Source: an optimization exercise on an open RTL-to-GDS flow (aim: small area and a short achievable clock period). Production flows keep margins and buffers that such runs may drop.
RTL that was checked went through simulation tests only; none was proved equivalent to the original.
For run 3, only the layout was checked, not whether the RTL still works.
Power and IR drop assume default switching activity.

==> flow/design.v (outline; a module is shown in full before it is edited, if it fits) <==
// module issue_mul_pipe: 1391 lines
// module mul_fa: 10 lines
// module mul_ha: 9 lines
// module issue_unit: 83 lines
module issue_unit #(
   parameter int MUL_LAT = 4,
   parameter int TAG_W   = 6,
   parameter int DATA_W  = 32
) (
   input  logic              clk,
   input  logic              reset,
   input  logic [5:0]        issueint_opcode,
   input  logic [TAG_W-1:0]  issueint_rdtag,
   input  logic [DATA_W-1:0] issueint_rsdata,
   input  logic [DATA_W-1:0] issueint_rtdata,
   input  logic              issueint_ready,
   output logic              issueint_done,
   input  logic [TAG_W-1:0]  issuemul_rdtag,
   input  logic [DATA_W-1:0] issuemul_rsdata,
   input  logic [DATA_W-1:0] issuemul_rtdata,
   input  logic              issuemul_ready,
   output logic              issuemul_done,
   output logic [TAG_W-1:0]  cdb_tag,
   output logic [DATA_W-1:0] cdb_data,
   output logic              cdb_valid
);
  // ...
==> flow/run.sh <==
#!/bin/bash
# synth_recipe.tcl (not shown) runs the flow's synth.tcl, then flattens the netlist and writes it again
# the make line also repeats each setting of config.mk as NAME=value (left out here)
make -C /OpenROAD-flow-scripts/flow DESIGN_CONFIG=/design/flow/config.mk WORK_HOME=/design/flow/orfs CLKGATE_MAP_FILE= SYNTH_SCRIPT=/design/flow/synth_recipe.tcl finish
==> flow/config.mk <==
export PLATFORM = sky130hd
export DESIGN_NAME = issue_unit
export DESIGN_NICKNAME = issue_unit
export VERILOG_FILES = /design/flow/design.v
export SDC_FILE = /design/flow/constraint.sdc
export NUM_CORES = 4
export LEC_CHECK = 0
export ABC_CLOCK_PERIOD_IN_PS = 4000
export CAP_MARGIN = 20
export CORE_MARGIN = 2
export CORE_UTILIZATION = 40
export SETUP_SLACK_MARGIN = 4.0
export SLEW_MARGIN = 20
export SYNTH_HIERARCHICAL = 1
==> flow/constraint.sdc <==
create_clock -name core_clock -period 8.0 [get_ports {clk}]
set_input_delay 1.6000 -clock core_clock [delete_from_list [all_inputs] [get_ports {clk}]]
set_output_delay 1.6000 -clock core_clock [all_outputs]
set_load 0.01 [all_outputs]
==> results.json, run 1 <==
{
  "r2r-start": "u_mul.bone[3]",
  "relSlewSlack_pct": 20.1,
  "top_regs": "cdb_data_q: 32 flops, u_mul.a_q: 32 flops, u_mul.p3_q: 32 flops",
  "clockRootBuffer": "clkbuf_16",
  "clock_skew_ns": 0.0189,
  "num_io_pins": 191,
  "grtUsageMet2_pct": 41.9,
  "synth-simple-area-share_pct": 6.12,
  "ctsResizeCount": 169,
  "grt_pass1_wl_mm": 103,
  "ys_types": 67,
  "synth_top_family_by_area": "adder cells",
  "power_uw": 9590,
  "die_w_microns": 232,
  "maxCapViolations": 0,
  "vias_per_cell": 5.92,
  "max_stage_delay_ns": 0.57,
  "crit_fanout": 12,
  "seq-power_uw": 1670,
  "pwr-share-seq_pct": 17.4,
  "seq_area_frac_synth_pct": 21.5,
  "holdWs_ns": 0.324,
  "pre_cts_ws_ns": 2.69,
  "buf_share_pct": 13.4,
  "critPathKind": "flop to flop",
  "min_path_cells": 0,
  "route.met3.wl_mm": 6.22,
  "outcome": "complete, no violations",
  "rsz0062_at_grt": "yes",
  "largest_class": "multi-input combinational cells",
  "n_fill_cell": 4616,
  "cp.required_ns": 8.47,
  "crit_path_end_kind": "flop",
  "fin_crit_ns": 4.03
}
==> run 2, diff against run 1 <==
--- a/flow/config.mk
+++ b/flow/config.mk
@@ -5,10 +5,8 @@
 export SDC_FILE = /design/flow/constraint.sdc
 export NUM_CORES = 4
 export LEC_CHECK = 0
-export ABC_CLOCK_PERIOD_IN_PS = 4000
 export CAP_MARGIN = 20
 export CORE_MARGIN = 2
 export CORE_UTILIZATION = 40
-export SETUP_SLACK_MARGIN = 4.0
 export SLEW_MARGIN = 20
 export SYNTH_HIERARCHICAL = 1
==> results.json, run 2 <==
{
  "peakVddDrop_mv": 0.273,
  "clock_latency_ns": 0.57,
  "synth_top_area_share_pct": 21.5,
  "relSlewSlack_pct": 20.3,
  "cts_made_buffers": 27,
  "synth_nets": 2618,
  "use_met3_pct": 3.95,
  "outcome": "complete, no violations",
  "antenna_left": 0,
  "grt_start_max_net_pins": 70,
  "cts.htree.levels": 1,
  "setup_violations": 0,
  "ctsResizeCount": 0,
  "crit_fanout": 52,
  "routedWlPerCell_microns": 22.0,
  "synth.most_common_cell": "xnor2_1",
  "ys_types": 67,
  "leakage_uw": 0.00938,
  "place_congestion": 0.906,
  "grt_remaining_overflow": 0,
  "clockRootBuffer": "clkbuf_16",
  "clock_sinks": 223,
  "critPathKind": "primary input to flop",
  "p_per_area_nw_per_um2": 364,
  "rsz0062_at_grt": "no",
  "cts_tree": "built",
  "first_iter_violations": 1508,
  "clock_skew_ns": 0.0133,
  "grtUsageMet2_pct": 40.0,
  "vias_per_cell": 5.72,
  "hold_viol_final": 0,
  "num_io_pins": 191,
  "n_fill_cell": 4931,
  "die_y_microns": 232,
  "worst_slew_pin_slew_ns": 1.19,
  "use_met1_pct": 29.5,
  "yosys_register_bits": 223,
  "portBuffers": 190,
  "fp.dieArea_sq_um": 53600,
  "register_area_sq_um": 4470,
  "yosys-top-cells-count": "332 x xnor2_1, 277 x a22oi_1, 223 x dfxtp_1",
  "grt_usage_pct": 23.4,
  "rows": 83,
  "hold_class": "flop to flop",
  "drive_above_1_share_pct": 5.69,
  "clkTransAtPathRegs_ns": 0.06,
  "die_w_microns": 232,
  "top_regs": "cdb_data_q: 32 flops, u_mul.a_q: 32 flops, u_mul.p3_q: 32 flops",
  "antenna_found_initial": 0,
  "synth_ff_type": "dfxtp_1",
  "fin_tns_setup_ns": 0,
  "cp-start-kind": "primary input",
  "grt_pass1_wl_mm": 98.3,
  "coreArea_sq_um": 51300,
  "final_net_count": 2699,
  "postCtsSetupRepairBufs": 0,
  "grt_busiest_layer": "met2",
  "dr.pass1.iters": 6,
  "start_util_pct": 40.4,
  "multi_input_area_sq_um": 15300,
  "fin_crit_ns": 4.88,
  "drcViolationCount": 0,
  "synth_edf_count": 0,
  "slew_viol_final": 0,
  "crit_arrival_ns": 5.36,
  "cts_hold_buf": 0,
  "vias": 16448,
  "cp.required_ns": 8.48,
  "wirelength_mm": 63.4,
  "ys.warnings.count": 8,
  "final_common_cell": "xnor2_1",
  "synthArstFlopShare_pct": 0,
  "synth_cells": 2100,
  "pre_cts_ws_ns": 2.52,
  "final_cell_mix": "332 x xnor2_1, 277 x a22oi_1, 216 x dfxtp_1",
  "seq_area_frac_synth_pct": 21.5,
  "antenna_cells": 0,
  "cts_buffer_depth": 3,
  "synth_area_sq_um": 20700,
  "maxCapViolations": 0,
  "fmax_mhz": 205,
  "synth.avg_cell_area_sq_um": 9.87,
  "grt_pass1_vias": 17152,
  "synth_top_area_cell": "dfxtp_1",
  "worst_slack_ns": 3.12,
  "crit_path_end_kind": "flop",
  "min_period_over_period_pct": 61.0,
  "areaGrowthSynthToFinish_pct": 16.0,
  "power_uw": 8740,
  "dp_hpwl_mm": 44.4,
  "utilization_pct": 46.8,
  "synth_area_leaders": "dfxtp_1 22%, fa_1 21%, xnor2_1 14%"
}
[run 2: cell types whose count changed in the layout (fill, tap and decap cells not counted), sizes merged]
| cell | change |
|---|---|
| buf | -29 |
| bufbuf | -11 |
| bufinv | +2 |
| clkbuf | -19 |
| clkdlybuf4s50 | +11 |
| clkinv | +2 |
| clkinvlp | +3 |
| dlygate4sd2 | -4 |
| dlymetal6s2s | -4 |
| inv | -3 |
[run 2: cell families (layout without fill, tap and decap cells)]
logic type	after synthesis	after routing	synth area share, %
simple gates	253	253	6.12
fa+ha+maj	368	368	29.9
xor+xnor	398	398	16.8
compound gates	550	550	18.5
buf+inv	265	363	4.87
flops	223	223	21.5
mux	43	43	2.16
[run 2: metrics by stage]
step	area [sq um]	cells	hold slack, ns
global placement	23100	2832	0.310
global route	24000	2878	0.325
floorplan	20700	2100	0.310
finish	24000	2878	0.316
detailed placement	23100	2832	0.312
CTS	24000	2878	0.316
[run 2: worst max-delay path, cell delays in order]
cell and delay, ns:
buf_4 0.62, buf_4 0.75, xor2_1 0.15, ha_1 0.37
a21oi_1 0.23, o21ai_1 0.18, or2_2 0.34, and3_1 0.20
a21o_4 0.20, o21ai_2 0.16, mux2_4 0.32, a221oi_2 0.23
[run 2: final timing paths]
path,from,end,slack (ns),depth (start not counted)
setup / recovery,issueint_opcode[1],cdb_data_q[30],3.12,12
setup reg to reg,u_mul.a_q[10],u_mul.hy2_q[31],3.22,9
hold reg to reg,u_mul.lo2_q[12],u_mul.p3_q[12],0.32,0
hold / removal,u_mul.lo2_q[12],u_mul.p3_q[12],0.32,0
[run 2: final cells by class]
| type | count | share of cell area (%) |
|---|---|---|
| clock buffers | 30 | 2.98 |
| inverters | 89 | 1.39 |
| multi-input cells | 1612 | 63.5 |
| well taps | 680 | 3.54 |
| flip-flops and latches | 223 | 18.6 |
| repair buffers | 228 | 9.07 |
| clock inverters | 16 | 0.911 |
[run 2: Yosys stat by module (local to each module, per instance), a selection]
module,cells,area [sq um],copies in the design
issue_unit,718,5590,1
mul_fa,1,20.0,210
mul_ha,1,12.5,30
[run 2: where the power goes]
group,internal (uW),switching [uW],leakage [uW]
clock,777,507,0.000451
sequential,1520,156,0.00187
combinational,2670,3110,0.00707
[run 2: metal layers]
layer | wire length, microns | vias to the layer above
met5 | 0 | -
met4 | 2460 | 0
met3 | 4840 | 182
met2 | 30100 | 791
met1 | 26000 | 8075
li1 | - | 7400
==> module issue_unit, before the edit <==
module issue_unit #(
   parameter int MUL_LAT = 4,
   parameter int TAG_W   = 6,
   parameter int DATA_W  = 32
) (
   input  logic              clk,
   input  logic              reset,
   input  logic [5:0]        issueint_opcode,
   input  logic [TAG_W-1:0]  issueint_rdtag,
   input  logic [DATA_W-1:0] issueint_rsdata,
   input  logic [DATA_W-1:0] issueint_rtdata,
   input  logic              issueint_ready,
   output logic              issueint_done,
   input  logic [TAG_W-1:0]  issuemul_rdtag,
   input  logic [DATA_W-1:0] issuemul_rsdata,
   input  logic [DATA_W-1:0] issuemul_rtdata,
   input  logic              issuemul_ready,
   output logic              issuemul_done,
   output logic [TAG_W-1:0]  cdb_tag,
   output logic [DATA_W-1:0] cdb_data,
   output logic              cdb_valid
);
   logic              near_v;
   logic [TAG_W-1:0]  near_tag;
   logic [DATA_W-1:0] near_data;
   logic [DATA_W-1:0] alu_result;
   logic              cdb_v_q;
   logic [TAG_W-1:0]  cdb_tag_q;
   logic [DATA_W-1:0] cdb_data_q;
   logic [5:0]        op;
   logic              sel_add, sel_logic, sel_cmp;
   logic [DATA_W-1:0] a, b, bx, sum, logic_r;
   logic              cout, lt;
   assign op = issueint_opcode;
   assign a  = issueint_rsdata;
   assign b  = issueint_rtdata;
   assign sel_add   = (op[5:2] == 4'b1000) & ~(op[1] & op[0]);    
   assign sel_logic = (op[5:2] == 4'b1001);                       
   assign sel_cmp   = (op[5:1] == 5'b10101);                      
   assign bx = b ^ {DATA_W{op[1]}};
   assign {cout, sum} = {1'b0, a} + {1'b0, bx} + {{DATA_W{1'b0}}, op[1]};
   assign lt = op[0] ? ~cout : ((a[DATA_W-1] ^ b[DATA_W-1]) ? a[DATA_W-1] : sum[DATA_W-1]);
   always_comb begin
      case (op[1:0])
         2'b00:   logic_r = a & b;
         2'b01:   logic_r = a | b;
         2'b10:   logic_r = a ^ b;
         default: logic_r = ~(a | b);
      endcase
   end
   always_comb begin
      alu_result = ({DATA_W{sel_add}} & sum) | ({DATA_W{sel_logic}} & logic_r);
      alu_result[0] = alu_result[0] | (sel_cmp & lt);
   end
   issue_mul_pipe #(
      .MUL_LAT (MUL_LAT),
      .TAG_W   (TAG_W),
      .DATA_W  (DATA_W)
   ) u_mul (
      .clk       (clk),
      .reset     (reset),
      .in_valid  (issuemul_done),
      .in_tag    (issuemul_rdtag),
      .in_a      (issuemul_rsdata),
      .in_b      (issuemul_rtdata),
      .near_v    (near_v),
      .near_tag  (near_tag),
      .near_data (near_data)
   );
   assign issuemul_done = reset & issuemul_ready;
   assign issueint_done = reset & issueint_ready & ~near_v;
   always_ff @(posedge clk) begin
      if (!reset) cdb_v_q <= 1'b0;
      else        cdb_v_q <= near_v | issueint_ready;
   end
   always_ff @(posedge clk) begin
      cdb_tag_q  <= near_v ? near_tag  : issueint_rdtag;
      cdb_data_q <= near_v ? near_data : alu_result;
   end
   assign cdb_valid = cdb_v_q;
   assign cdb_tag   = cdb_tag_q;
   assign cdb_data  = cdb_data_q;
endmodule
==> run 3, diff against run 2 <==
--- a/flow/design.v
+++ b/flow/design.v
@@ -1466,7 +1466,29 @@
    assign sel_logic = (op[5:2] == 4'b1001);                       
    assign sel_cmp   = (op[5:1] == 5'b10101);                      
    assign bx = b ^ {DATA_W{op[1]}};
-   assign {cout, sum} = {1'b0, a} + {1'b0, bx} + {{DATA_W{1'b0}}, op[1]};
+   logic [DATA_W-1:0] pg_g [0:5];
+   logic [DATA_W-1:0] pg_p [0:5];
+   logic [DATA_W:0]   carry;
+   always_comb begin
+      pg_g[0] = a & bx;
+      pg_p[0] = a ^ bx;
+      pg_g[0][0] = (a[0] & bx[0]) | ((a[0] ^ bx[0]) & op[1]);
+      for (int l = 0; l < 5; l++) begin
+         for (int i = 0; i < DATA_W; i++) begin
+            if (i & (1 << l)) begin
+               pg_g[l+1][i] = pg_g[l][i] | (pg_p[l][i] & pg_g[l][((i >> l) << l) - 1]);
+               pg_p[l+1][i] = pg_p[l][i] & pg_p[l][((i >> l) << l) - 1];
+            end else begin
+               pg_g[l+1][i] = pg_g[l][i];
+               pg_p[l+1][i] = pg_p[l][i];
+            end
+         end
+      end
+      carry[0] = op[1];
+      for (int i = 0; i < DATA_W; i++) carry[i+1] = pg_g[5][i];
+   end
+   assign sum  = pg_p[0] ^ carry[DATA_W-1:0];
+   assign cout = carry[DATA_W];
    assign lt = op[0] ? ~cout : ((a[DATA_W-1] ^ b[DATA_W-1]) ? a[DATA_W-1] : sum[DATA_W-1]);
    always_comb begin
       case (op[1:0])
--- a/flow/config.mk
+++ b/flow/config.mk
@@ -5,8 +5,10 @@
 export SDC_FILE = /design/flow/constraint.sdc
 export NUM_CORES = 4
 export LEC_CHECK = 0
+export ABC_CLOCK_PERIOD_IN_PS = 4000
 export CAP_MARGIN = 20
 export CORE_MARGIN = 2
 export CORE_UTILIZATION = 40
+export SETUP_SLACK_MARGIN = 4.3
 export SLEW_MARGIN = 20
 export SYNTH_HIERARCHICAL = 1
==> results.json, run 3 <==
{
  "fin_crit_ns": 3.98,
  "stdcell_count": 2935,
  "start_util_pct": 40.5,
  "num_io_pins": 191,
  "routed-wl-met2_mm": 30.4,
  "synthXorXnorAreaFrac_pct": 15.4,
  "n_fill_cell": 4350,
  "synth_top_area_cell": "dfxtp_1",
  "peakVddDrop_mv": 0.282,
  "cts_hold_buf": 0,
  "hold_viol_final": 0,
  "rows": 82,
  "die_y_microns": 230,
  "synth_cells": 2064,
  "critPathSlowestCell": "fa_1",
  "final_cell_mix": "268 x xnor2_1, 193 x a22oi_1, 171 x dfxtp_1",
  "wl_met1_mm": 27.6,
  "yosys_register_bits": 223,
  "p_sw_uw": 4010,
  "clock_skew_ns": 0.0280,
  "pwr-share-clk_pct": 13.9,
  "synth.avg_cell_area_sq_um": 9.88,
  "pwr-share-comb_pct": 68.2,
  "grt_start_max_net_pins": 84,
  "rsz0062_at_grt": "yes",
  "dp_hpwl_mm": 41.2,
  "vias": 16733,
  "worstHoldStart": "u_mul.tag2_q[0]",
  "dr.pass1.iters": 6,
  "outcome": "complete, no violations",
  "crit_fanout": 7,
  "place.detailed.instances": 2789,
  "antenna_found_initial": 0,
  "post_synth_mux_area_share_pct": 2.42,
  "seq_area_frac_synth_pct": 21.9,
  "grt_usage_pct": 24.0,
  "synth_area_sq_um": 20400,
  "fin_tns_setup_ns": 0,
  "crit_family": "adder cells",
  "coreArea_sq_um": 50300,
  "cts_buffer_depth": 3,
  "clockRootBuffer": "clkbuf_16",
  "post_dp_cell_area_sq_um": 23000,
  "pwr-share-seq_pct": 17.9,
  "antenna_left": 0,
  "critPathBufInv": 1,
  "place_congestion": 0.883,
  "slew_viol_final": 0,
  "top_regs": "cdb_data_q: 32 flops, u_mul.a_q: 32 flops, u_mul.p3_q: 32 flops",
  "p_per_area_nw_per_um2": 353,
  "grt_pass1_vias": 16795,
  "synth_compound_area_share_pct": 18.4,
  "critPathKind": "flop to flop",
  "fp.dieArea_sq_um": 52800,
  "synthAdderAreaFrac_pct": 30.8,
  "synth_ff_type": "dfxtp_1",
  "synth.most_common_cell": "xnor2_1",
  "grt_remaining_overflow": 0,
  "wirelength_mm": 66.3,
  "final_cell_area_sq_um": 26700,
  "utilization_pct": 53.2,
  "cts_tree": "built",
  "grt_pass1_wl_mm": 98.7,
  "path_cells": "bufbuf_16 -> a22oi_2 -> xnor2_2 -> fa_2 -> fa_2 -> fa_1 -> ha_4 -> ha_4 -> o21a_1 -> a21oi_2 -> a21o_1 -> a221oi_2 -> o2111ai_2",
  "relSlewSlack_pct": 29.5,
  "p_sw_share_pct": 42.5,
  "maxCapViolations": 0,
  "startpoint": "u_mul.bone[1]",
  "synth_area_leaders": "dfxtp_1 22%, fa_1 21%, xnor2_1 13%",
  "top_layer_used": "met4",
  "crit_path_end_kind": "flop",
  "vias_per_cell": 5.70,
  "worst_slew_pin_slew_ns": 1.06,
  "portBuffers": 190,
  "synthArstFlopShare_pct": 0,
  "setup_violations": 0,
  "cts.htree.levels": 1,
  "final_net_count": 2766,
  "final_common_cell": "xnor2_1",
  "crit_arrival_ns": 4.39,
  "min_period_over_period_pct": 49.8,
  "drive_above_1_share_pct": 23.3,
  "cp-start-kind": "flop",
  "ys.warnings.count": 10,
  "clock_sinks": 223,
  "max_stage_delay_ns": 0.57,
  "intPower_uw": 5420,
  "first_iter_violations": 1768,
  "synth_nets": 2585,
  "synth_top_family_by_area": "adder cells",
  "yosys-top-cells-count": "295 x xnor2_1, 269 x a22oi_1, 223 x dfxtp_1",
  "cp.required_ns": 8.41,
  "synth-simple-area-share_pct": 5.46,
  "die_w_microns": 230,
  "route.met3.wl_mm": 5.87,
  "drcViolationCount": 0,
  "areaGrowthSynthToFinish_pct": 31.1,
  "cts_made_buffers": 26,
  "antenna_cells": 0,
  "leakage_uw": 0.0105,
  "fmax_mhz": 251,
  "synth_top_area_share_pct": 21.9,
  "ys_types": 70,
  "clock_latency_ns": 0.57,
  "hold_class": "flop to flop",
  "synth_edf_count": 0,
  "routedWlPerCell_microns": 22.6,
  "r2r-start": "u_mul.bone[1]",
  "clkTransAtPathRegs_ns": 0.06
}
==> run 3: path summary, 6_finish.rpt <==
check	end	depth (start not counted)	slack [ns]
worst max register to register	u_mul.lo2_q[13]	13	4.02
worst min register to register	u_mul.tag3_q[0]	0	0.32
worst min-delay path	u_mul.tag3_q[0]	0	0.32
worst max-delay path	u_mul.lo2_q[13]	13	4.02
==> run 3: per-module statistics from Yosys, one instance, submodules excluded, a selection <==
module,copies in the design,flops+latches
issue_unit,1,39
mul_fa,210,0
mul_ha,30,0
==> run 3: stage by stage <==
| stage | setup WS (ns) | hold slack [ns] | power [uW] |
|---|---|---|---|
| detailed placement | 3.27 | 0.312 | 7440 |
| global placement | 3.31 | 0.310 | 7290 |
| CTS | 4.07 | 0.326 | 9240 |
| floorplan | 3.71 | 0.310 | 5810 |
| global route | 3.92 | 0.331 | 10300 |
| finish | 4.02 | 0.321 | 9430 |
==> run 3: cell type report <==
type | count | area (sq um) | area share [%]
clock buffer | 31 | 721 | 2.70
tap | 672 | 841 | 3.15
timing repair buffer | 322 | 3750 | 14.0
sequential | 223 | 4620 | 17.3
clock inverter | 15 | 226 | 0.847
inverter | 124 | 465 | 1.74
multi-input combinational | 1548 | 16100 | 60.2
==> run 3: logic make-up after synthesis <==
logic type      Yosys count
compound gates          541
fa+ha+maj               371
xor+xnor                359
buf+inv                 293
simple gates            229
flops                   223
mux                      48
==> run 3: timing repair <==
item,4_1_cts,5_1_grt
endpoints found under the setup margin,65,50
resized for setup,265,197
setup buffers,39,41
gates cloned,14,6
pin swaps,66,101
==> run 3: metal layers <==
| layer | vias up | GRT usage [%] |
|---|---|---|
| li1 | 7471 | - |
| met4 | 0 | 9.46 |
| met1 | 8259 | 31.9 |
| met5 | - | 0 |
| met3 | 168 | 4.34 |
| met2 | 835 | 38.7 |
==> run 3: power groups by stage <==
stage          registers (uW)  clock network, uW  logic (uW)
2_1_floorplan            1600                  0        4210
3_3_place_gp             1700                  0        5590
3_5_place_dp             1710                  0        5740
4_1_cts                  1680               1340        6210
5_1_grt                  1700               1400        7230
6_report                 1690               1310        6430
==> run 3: worst register-to-register path, stage by stage, from the launching register on <==
cell,delay [ns]
dfxtp_4,0.38
bufbuf_16,0.29
a22oi_2,0.21
xnor2_2,0.16
fa_2,0.48
fa_2,0.37
fa_1,0.57
ha_4,0.22
ha_4,0.29
o21a_1,0.14
a21oi_2,0.08
a21o_1,0.18
a221oi_2,0.30
o2111ai_2,0.16

port drivers added, routing unchanged:
No port has a modelled driver above. Below, the same layouts with a new extraction and two added sets of constraints. Step 1: set_driving_cell puts a clkbuf_16 on clk and a buf_2 on each other input, an assumption about the parent block. Step 2, shift: input delay + t, output delay - t, t = (earliest + latest rising clock arrival at the registers) / 2. This alone moves slack from input paths to output paths. a / b / c = no drivers / after step 1 / after step 2; a / b = the first two.
run	t (ns)	setup slack, ns	worst register clock-pin slew, ns
run 1	0.629	3.969 / 3.969 / 3.437	0.07 / 0.07
run 2	0.621	3.118 / 3.150 / 2.528	0.07 / 0.07
run 3	0.615	4.018 / 4.018 / 3.558	0.07 / 0.07
After both steps setup and hold are still met in every run listed. The setup slack of run 2, which loses most, moves by +0.032 ns with the drivers and by -0.590 ns with both steps.
